Background: an optimization exercise with open tools, aiming at small area, a short achievable clock period and few clock cycles. Do not read the settings as production practice.
At most, simulation tests tie the RTL to the original design; equivalence was not proved.

==> quartz: inputs <==
## k_subset_cover_search
module k_subset_cover_search (
   input  logic                              clock,
   input  logic                              reset,
   input  logic                              start,
   output logic                              busy,
   input  logic                              req_kind,
   input  logic                              req_start_new,
   input  logic [kscs_pkg::PROFILE_W-1:0]    req_profile_word,
   output logic                              rsp_strobe,
   output logic                              rsp_found,
   output logic [kscs_pkg::PROFILE_W-1:0]    rsp_chosen_mask,
   input  logic                              csr_we,
   input  logic [kscs_pkg::CSR_IDX_W-1:0]    csr_index,
   input  logic [kscs_pkg::REG_W-1:0]        csr_wdata
);
==> flow/config.mk <==
export PLATFORM = sky130hd
export DESIGN_NAME = k_subset_cover_search
export DESIGN_NICKNAME = k_subset_cover_search
export VERILOG_FILES = /design/flow/design.v
export SDC_FILE = /design/flow/constraint.sdc
export NUM_CORES = 4
export LEC_CHECK = 0
export CAP_MARGIN = 20
export CORE_MARGIN = 2
export CORE_UTILIZATION = 25
export SETUP_SLACK_MARGIN = 2.5
export SLEW_MARGIN = 20
==> flow/constraint.sdc <==
create_clock -name core_clock -period 6.5 [get_ports {clock}]
set_input_delay 1.3000 -clock core_clock [delete_from_list [all_inputs] [get_ports {clock}]]
set_output_delay 1.3000 -clock core_clock [all_outputs]
set_load 0.01 [all_outputs]
run.sh (not shown) runs the stock make flow with config.mk's settings and CLKGATE_MAP_FILE= SYNTH_SCRIPT=/design/flow/synth_recipe.tcl, a recipe that flattens the netlist after the stock synthesis.
==> inputs of harbor, as changes to quartz <==
--- a/flow/design.v
+++ b/flow/design.v
@@ -74,15 +74,10 @@
       highbit = x & ~(suffix_or(x) >> 1);
    endfunction
    function automatic logic [N-1:0] below_low(input logic [N-1:0] x);
       below_low = ~prefix_or(x);
    endfunction
-   function automatic logic [N-1:0] gt_therm(input logic [kscs_pkg::REG_W-1:0] x);
-      logic [N-1:0] oh;
-      oh = N'(1) << x[kscs_pkg::POS_W-1:0];
-      gt_therm = (|x[kscs_pkg::REG_W-1:kscs_pkg::POS_W]) ? '1 : below_low(oh);
-   endfunction
    logic [kscs_pkg::REG_W-1:0] subset_size_ff;
    logic [kscs_pkg::REG_W-1:0] cover_width_ff;
    logic [CW-1:0]              count_ff;
    logic [N-1:0]               valid_ff;     
    logic [CB-1:0]              allor_ff;     
@@ -145,24 +140,32 @@
    logic [N-1:0] first0;     
    for (genvar gi = 0; gi < N; gi++) begin : g_col0
       assign col0[gi]   = mem[gi][0];
       assign first0[gi] = f0v_ff & (f0i_ff == kscs_pkg::POS_W'(gi));
    end
+   logic [kscs_pkg::REG_W-1:0] w_calc;
+   logic [kscs_pkg::REG_W-1:0] k_sw;
+   logic [kscs_pkg::REG_W-1:0] k_all;
+   logic [CW-1:0]              k_calc;
    logic [CB-1:0]              target_calc;
-   logic [N-1:0]               kt_calc;     
    logic [4:1]                 k_ge;        
-   logic [N-1:0]               k_all_t;
    logic                       quick_nf;
-   assign k_all_t     = gt_therm(subset_size_ff) & gt_therm(cover_width_ff) & valid_ff;
-   assign k_ge        = k_all_t[3:0];
-   assign kt_calc     = k_all_t >> 1;
-   assign target_calc = gt_therm(cover_width_ff);
+   assign w_calc = (cover_width_ff > kscs_pkg::REG_W'(CB)) ? kscs_pkg::REG_W'(CB) : cover_width_ff;
+   assign k_sw   = (subset_size_ff < w_calc) ? subset_size_ff : w_calc;
+   assign k_all  = (k_sw < kscs_pkg::REG_W'(count_ff)) ? k_sw : kscs_pkg::REG_W'(count_ff);
+   assign k_calc = k_all[CW-1:0];
+   for (genvar gj = 1; gj <= 4; gj++) begin : g_kge
+      assign k_ge[gj] = (subset_size_ff >= kscs_pkg::REG_W'(gj)) &
+                        (cover_width_ff >= kscs_pkg::REG_W'(gj)) & valid_ff[gj-1];
+   end
+   for (genvar gi = 0; gi < CB; gi++) begin : g_target
+      assign target_calc[gi] = (cover_width_ff > kscs_pkg::REG_W'(gi));
+   end
    assign quick_nf = ~k_ge[1] | ((allor_ff & target_calc) != target_calc);
-   logic          k3_ff;       
-   logic          kle2_ff;     
+   logic [CW-1:0] k_ff;
    logic [kscs_pkg::REG_W-1:0] w_ff;    
-   logic [N-1:0]  remt_ff;     
+   logic [CW-1:0] rem_ff;      
    logic          nr_ff;       
    logic [N-1:0]  j0n_ff;      
    logic [N-1:0]  a_ff;        
    logic [N-1:0]  s_ff;        
    logic [N-1:0]  nxt_le;      
@@ -176,11 +179,13 @@
    logic          xv_ff;       
    logic          rsp_strobe_ff;
    logic          rsp_found_ff;
    logic [N-1:0]  rsp_mask_ff;
    logic [CB-1:0] t_dec;
-   assign t_dec = gt_therm(w_ff);
+   for (genvar gi = 0; gi < CB; gi++) begin : g_tdec
+      assign t_dec[gi] = (w_ff > kscs_pkg::REG_W'(gi));
+   end
    logic [N-1:0]  m_sel;
    logic [CB-1:0] m_out;
    for (genvar gb = 0; gb < CB; gb++) begin : g_mcol
       logic [N-1:0] col;
       for (genvar gi = 0; gi < N; gi++) begin : g_row
@@ -212,40 +217,42 @@
    logic [N-1:0]  ge_desc;     
    logic [N-1:0]  ge_repl;     
    logic          mfits;       
    logic          rfits;       
    logic [N-1:0]  mrepl_s;     
-   logic [N-1:0]  next_setup;
    logic [N-1:0]  setx_q;      
+   logic [CW-1:0] rm;          
    logic          mid_full;    
    logic          mid_last;    
    logic          pair_done;   
    logic          last_fail;   
    assign qp_low    = lowbit(qp_ff);
    assign s_low     = lowbit(s_ff);
    assign setup_res = t_dec & ~m_out;
-   assign mid_full  = ~remt_ff[1];
-   assign mid_last  = remt_ff[1] & ~remt_ff[2];
+   assign rm        = nr_ff ? (k_ff - CW'(2)) : (k_ff - CW'(3));
+   assign mid_full  = (rem_ff == '0);
+   assign mid_last  = (rem_ff == CW'(1));
    assign j0        = highbit(valid_ff & ~a_ff);
    assign root_take = (state_ff == ST_ROOT) ? j0n_ff : jn_ff;
    assign j0n_next  = lowbit(col0 & a_ff & ~root_take);
    always_comb begin
       if (state_ff == ST_MFIX)      nxt_bound = below_low(s_ff);
       else if (state_ff == ST_ROOT) nxt_bound = ~j0n_ff;
       else                          nxt_bound = nxt_le >> 1;
    end
    assign nxt1      = nxt_le & ~(nxt_le >> 1);
    assign nxt_down  = suffix_or(a_ff & nxt_bound);
-   assign ge_desc = ~remt_ff;
-   assign ge_repl = ~{remt_ff[N-2:0], 1'b1};
+   for (genvar gi = 0; gi < N; gi++) begin : g_ge
+      assign ge_desc[gi] = (CW'(gi) > rem_ff);
+      assign ge_repl[gi] = (CW'(gi) > rem_ff + 1'b1);
+   end
    assign mfits     = |(nxt1 & ge_desc);
    assign rfits     = |(nxt1 & ge_repl);
    assign mrepl_s   = (s_ff ^ s_low) | nxt1;
-   assign next_setup = k3_ff ? j0n_ff : (j0 | mrepl_s);
    assign setx_q    = p_cov & ap_ff;
    assign pair_done = ~iss_ff;
-   assign last_fail = kle2_ff | (k3_ff & (j0n_ff == '0));
+   assign last_fail = (k_ff <= CW'(2)) | ((k_ff == CW'(3)) & (j0n_ff == '0));
    assign m_sel = jn_ff;
    always_ff @(posedge clock) begin
       if (reset) begin
          state_ff      <= ST_IDLE;
          rsp_strobe_ff <= 1'b0;
@@ -253,23 +260,24 @@
          rsp_strobe_ff <= 1'b0;
          case (state_ff)
             ST_IDLE: begin
                if (search_accept) begin
                   if (quick_nf)       rsp_strobe_ff <= 1'b1;
-                  else if (kt_calc[NR_K-2]) state_ff <= ST_MDESC;
+                  else if (k_calc >= CW'(NR_K)) state_ff <= ST_MDESC;
                   else if (k_ge[4])   state_ff <= ST_ROOT;
                   else                state_ff <= ST_CHECK;
                end
             end
             ST_CHECK: begin
                if (found || (pair_done && last_fail)) begin
                   rsp_strobe_ff <= 1'b1;
                   state_ff      <= ST_IDLE;
                end else if (pair_done) begin
-                  if (k3_ff)   state_ff <= ST_SETX;
+                  if (k_ff == CW'(3))   state_ff <= ST_SETX;
                   else if (!rfits)      state_ff <= ST_MFIX;
-                  else                  state_ff <= ST_SETX;
+                  else if (mid_full)    state_ff <= ST_SETF;
+                  else                  state_ff <= ST_MDESC;
                end
             end
             ST_SETF: state_ff <= ST_SETX;
             ST_SETX: state_ff <= ST_CHECK;
             ST_ROOT: begin
@@ -314,16 +322,15 @@
       endcase
    end
    always_ff @(posedge clock) begin
       case (state_ff)
          ST_IDLE: begin
-            k3_ff   <= k_ge[3] & ~k_ge[4];
-            kle2_ff <= ~k_ge[3];
+            k_ff    <= k_calc;
             w_ff    <= cover_width_ff;
             s_ff    <= '0;
-            nr_ff   <= kt_calc[NR_K-2];
-            remt_ff <= kt_calc[NR_K-2] ? kt_calc : (kt_calc >> 1);
+            nr_ff   <= (k_calc >= CW'(NR_K));
+            rem_ff  <= k_calc - CW'(2);
             xv_ff   <= ~k_ge[2];
             jf_ff   <= '0;
             if (!k_ge[2]) begin
                need_ff <= target_calc;
                iss_ff  <= 1'b0;
@@ -346,32 +353,30 @@
          end
          ST_CHECK: begin
             if (!pair_done) begin
                need_ff <= r0_ff & ~m_out;
                jf_ff   <= jn_ff;
-               jn_ff   <= (qp_ff == '0) ? next_setup : qp_low;
+               jn_ff   <= (qp_ff == '0) ? j0n_ff : qp_low;
                iss_ff  <= (qp_ff != '0);
                qp_ff   <= qp_ff ^ qp_low;
                xv_ff   <= 1'b1;
             end else begin
                xv_ff <= 1'b0;
                jf_ff <= '0;
-               if (k3_ff) begin
+               if (k_ff == CW'(3)) begin
                   a_ff    <= a_ff & ~jn_ff;
                   ap_ff   <= a_ff & ~jn_ff;
                   j0n_ff  <= j0n_next;
                   r0_ff   <= setup_res;
                   need_ff <= lowbit(setup_res);
                end else if (rfits) begin
-                  s_ff    <= mrepl_s;
-                  nxt_le  <= nxt_down;
-                  ap_ff   <= a_ff & (nxt_le >> 1);
-                  r0_ff   <= setup_res;
-                  need_ff <= lowbit(setup_res);
+                  s_ff   <= mrepl_s;
+                  nxt_le <= nxt_down;
+                  jn_ff  <= j0 | mrepl_s;
                end else begin
                   s_ff   <= s_ff ^ s_low;
-                  remt_ff <= {remt_ff[N-2:0], 1'b1};
+                  rem_ff <= rem_ff + 1'b1;
                end
             end
          end
          ST_SETF: begin
             r0_ff   <= setup_res;
@@ -379,36 +384,37 @@
             ap_ff   <= a_ff & below_low(s_ff);
             jf_ff   <= '0;
             xv_ff   <= 1'b0;
          end
          ST_SETX: begin
-            jn_ff  <= (setx_q == '0) ? next_setup : lowbit(setx_q);
+            jn_ff  <= (setx_q == '0) ? j0n_ff : lowbit(setx_q);
             iss_ff <= (setx_q != '0);
             qp_ff  <= setx_q & ~lowbit(setx_q);
          end
          ST_ROOT: begin
             a_ff   <= a_ff & ~j0n_ff;
             j0n_ff <= j0n_next;
             s_ff   <= '0;
             nxt_le <= nxt_down;
+            rem_ff <= rm;
          end
          ST_MDESC: begin
             if (mfits) begin
                s_ff   <= s_ff | nxt1;
                nxt_le <= nxt_down;
                jn_ff  <= j0 | s_ff | nxt1;
-               remt_ff <= remt_ff >> 1;
+               rem_ff <= rem_ff - 1'b1;
             end
          end
          ST_MREPL: begin
             if (rfits) begin
                s_ff   <= mrepl_s;
                nxt_le <= nxt_down;
                jn_ff  <= j0 | mrepl_s;
             end else begin
                s_ff   <= s_ff ^ s_low;
-               remt_ff <= {remt_ff[N-2:0], 1'b1};
+               rem_ff <= rem_ff + 1'b1;
             end
          end
          ST_MFIX: begin
             nxt_le <= nxt_down;
          end
Settings changed: SETUP_SLACK_MARGIN 2.5 to default.
==> inputs of indigo, as changes to quartz <==
--- a/flow/design.v
+++ b/flow/design.v
@@ -212,11 +212,10 @@
    logic [N-1:0]  ge_desc;     
    logic [N-1:0]  ge_repl;     
    logic          mfits;       
    logic          rfits;       
    logic [N-1:0]  mrepl_s;     
-   logic [N-1:0]  next_setup;
    logic [N-1:0]  setx_q;      
    logic          mid_full;    
    logic          mid_last;    
    logic          pair_done;   
    logic          last_fail;   
@@ -238,11 +237,10 @@
    assign ge_desc = ~remt_ff;
    assign ge_repl = ~{remt_ff[N-2:0], 1'b1};
    assign mfits     = |(nxt1 & ge_desc);
    assign rfits     = |(nxt1 & ge_repl);
    assign mrepl_s   = (s_ff ^ s_low) | nxt1;
-   assign next_setup = k3_ff ? j0n_ff : (j0 | mrepl_s);
    assign setx_q    = p_cov & ap_ff;
    assign pair_done = ~iss_ff;
    assign last_fail = kle2_ff | (k3_ff & (j0n_ff == '0));
    assign m_sel = jn_ff;
    always_ff @(posedge clock) begin
@@ -265,11 +263,12 @@
                   rsp_strobe_ff <= 1'b1;
                   state_ff      <= ST_IDLE;
                end else if (pair_done) begin
                   if (k3_ff)   state_ff <= ST_SETX;
                   else if (!rfits)      state_ff <= ST_MFIX;
-                  else                  state_ff <= ST_SETX;
+                  else if (mid_full)    state_ff <= ST_SETF;
+                  else                  state_ff <= ST_MDESC;
                end
             end
             ST_SETF: state_ff <= ST_SETX;
             ST_SETX: state_ff <= ST_CHECK;
             ST_ROOT: begin
@@ -346,11 +345,11 @@
          end
          ST_CHECK: begin
             if (!pair_done) begin
                need_ff <= r0_ff & ~m_out;
                jf_ff   <= jn_ff;
-               jn_ff   <= (qp_ff == '0) ? next_setup : qp_low;
+               jn_ff   <= (qp_ff == '0) ? j0n_ff : qp_low;
                iss_ff  <= (qp_ff != '0);
                qp_ff   <= qp_ff ^ qp_low;
                xv_ff   <= 1'b1;
             end else begin
                xv_ff <= 1'b0;
@@ -360,15 +359,13 @@
                   ap_ff   <= a_ff & ~jn_ff;
                   j0n_ff  <= j0n_next;
                   r0_ff   <= setup_res;
                   need_ff <= lowbit(setup_res);
                end else if (rfits) begin
-                  s_ff    <= mrepl_s;
-                  nxt_le  <= nxt_down;
-                  ap_ff   <= a_ff & (nxt_le >> 1);
-                  r0_ff   <= setup_res;
-                  need_ff <= lowbit(setup_res);
+                  s_ff   <= mrepl_s;
+                  nxt_le <= nxt_down;
+                  jn_ff  <= j0 | mrepl_s;
                end else begin
                   s_ff   <= s_ff ^ s_low;
                   remt_ff <= {remt_ff[N-2:0], 1'b1};
                end
             end
@@ -379,11 +376,11 @@
             ap_ff   <= a_ff & below_low(s_ff);
             jf_ff   <= '0;
             xv_ff   <= 1'b0;
          end
          ST_SETX: begin
-            jn_ff  <= (setx_q == '0) ? next_setup : lowbit(setx_q);
+            jn_ff  <= (setx_q == '0) ? j0n_ff : lowbit(setx_q);
             iss_ff <= (setx_q != '0);
             qp_ff  <= setx_q & ~lowbit(setx_q);
          end
          ST_ROOT: begin
             a_ff   <= a_ff & ~j0n_ff;
Settings changed: CTS_CLUSTER_DIAMETER from default to 60, CTS_CLUSTER_SIZE from default to 30.
==> notes.md <==
| quantity | harbor | quartz | indigo |
|---|---|---|---|
| Result of the run | finished clean | finished clean | finished clean |
| Number of unique standard cell types used by synthesis | 120 | 110 | 89 |
| Row Count | 199 | 204 | 199 |
| Multi-input combinational area share | 30.5% | 33.3% | 30.5% |
| Wire length the detailed router placed on met1 | 257 mm | 288 mm | 263 mm |
| Stages on worst setup path | 16 | 13 | 16 |
| Worst Hold Endpoint | allor_ff[8]$_DFFE_PP_ | count_ff[4]$_SDFFE_PP0P_ | count_ff[4]$_SDFFE_PP0P_ |
| Sequential fraction of the synthesis area | 60.0% | 57.9% | 61.1% |
| Post-route design area | 90800 sq um | 99700 sq um | 99000 sq um |
| Ratio of cells with drive above 1 in the final layout | 17.2% | 21.9% | 26.8% |
| Register area | 44300 sq um | 44900 sq um | 44900 sq um |
| Routed Wire Length | 694 mm | 812 mm | 772 mm |
| Final clock period utilization by the worst path | 89.7% | 67.5% | 65.9% |
| Starting Density | 25.1% | 25.1% | 25.1% |
| Minimum setup slack in the final design | 0.668 ns | 2.11 ns | 2.22 ns |
| Finished Layout Cells | 11000 | 12100 | 11400 |
| Floorplan core area | 294000 sq um | 309000 sq um | 293000 sq um |
Testbench counts of quartz, summed over its fixed seeds: cycles 28,691.
Testbench counts of indigo, summed over its fixed seeds: cycles 29,368.
The RTL of harbor was laid out without a check of its function.

what the ideal ports hide:
How much do the figures lean on ideal ports? The routed layouts below were timed once more, with nothing changed but the port constraints.
Step 1 sets driving cells, clkbuf_16 on the clock port and buf_2 on the other inputs (assumed; they add their load-dependent delay and slew).
Step 2 also shifts input and output timing later by t, the mid clock arrival at the registers, as if the neighbouring blocks saw the same clock.
a / b / c = ideal ports / drivers / drivers and shift; a / b = the first two.
| run | t, ns | slack for setup (ns) | worst setup path at the end | worst register clock-pin slew, ns |
|---|---|---|---|---|
| quartz | 1.044 | 2.112 / 2.112 / 1.828 | input to register | 0.07 / 0.07 |
| harbor | 1.007 | 0.668 / 0.668 / 0.668 | register to register | 0.07 / 0.07 |
| indigo | 1.016 | 2.219 / 2.219 / 2.121 | input to register | 0.08 / 0.08 |
After both steps setup and hold are still met in every run listed. For quartz, which loses most, drivers alone change the setup slack by 0.000 ns; drivers and shift together by -0.284 ns.
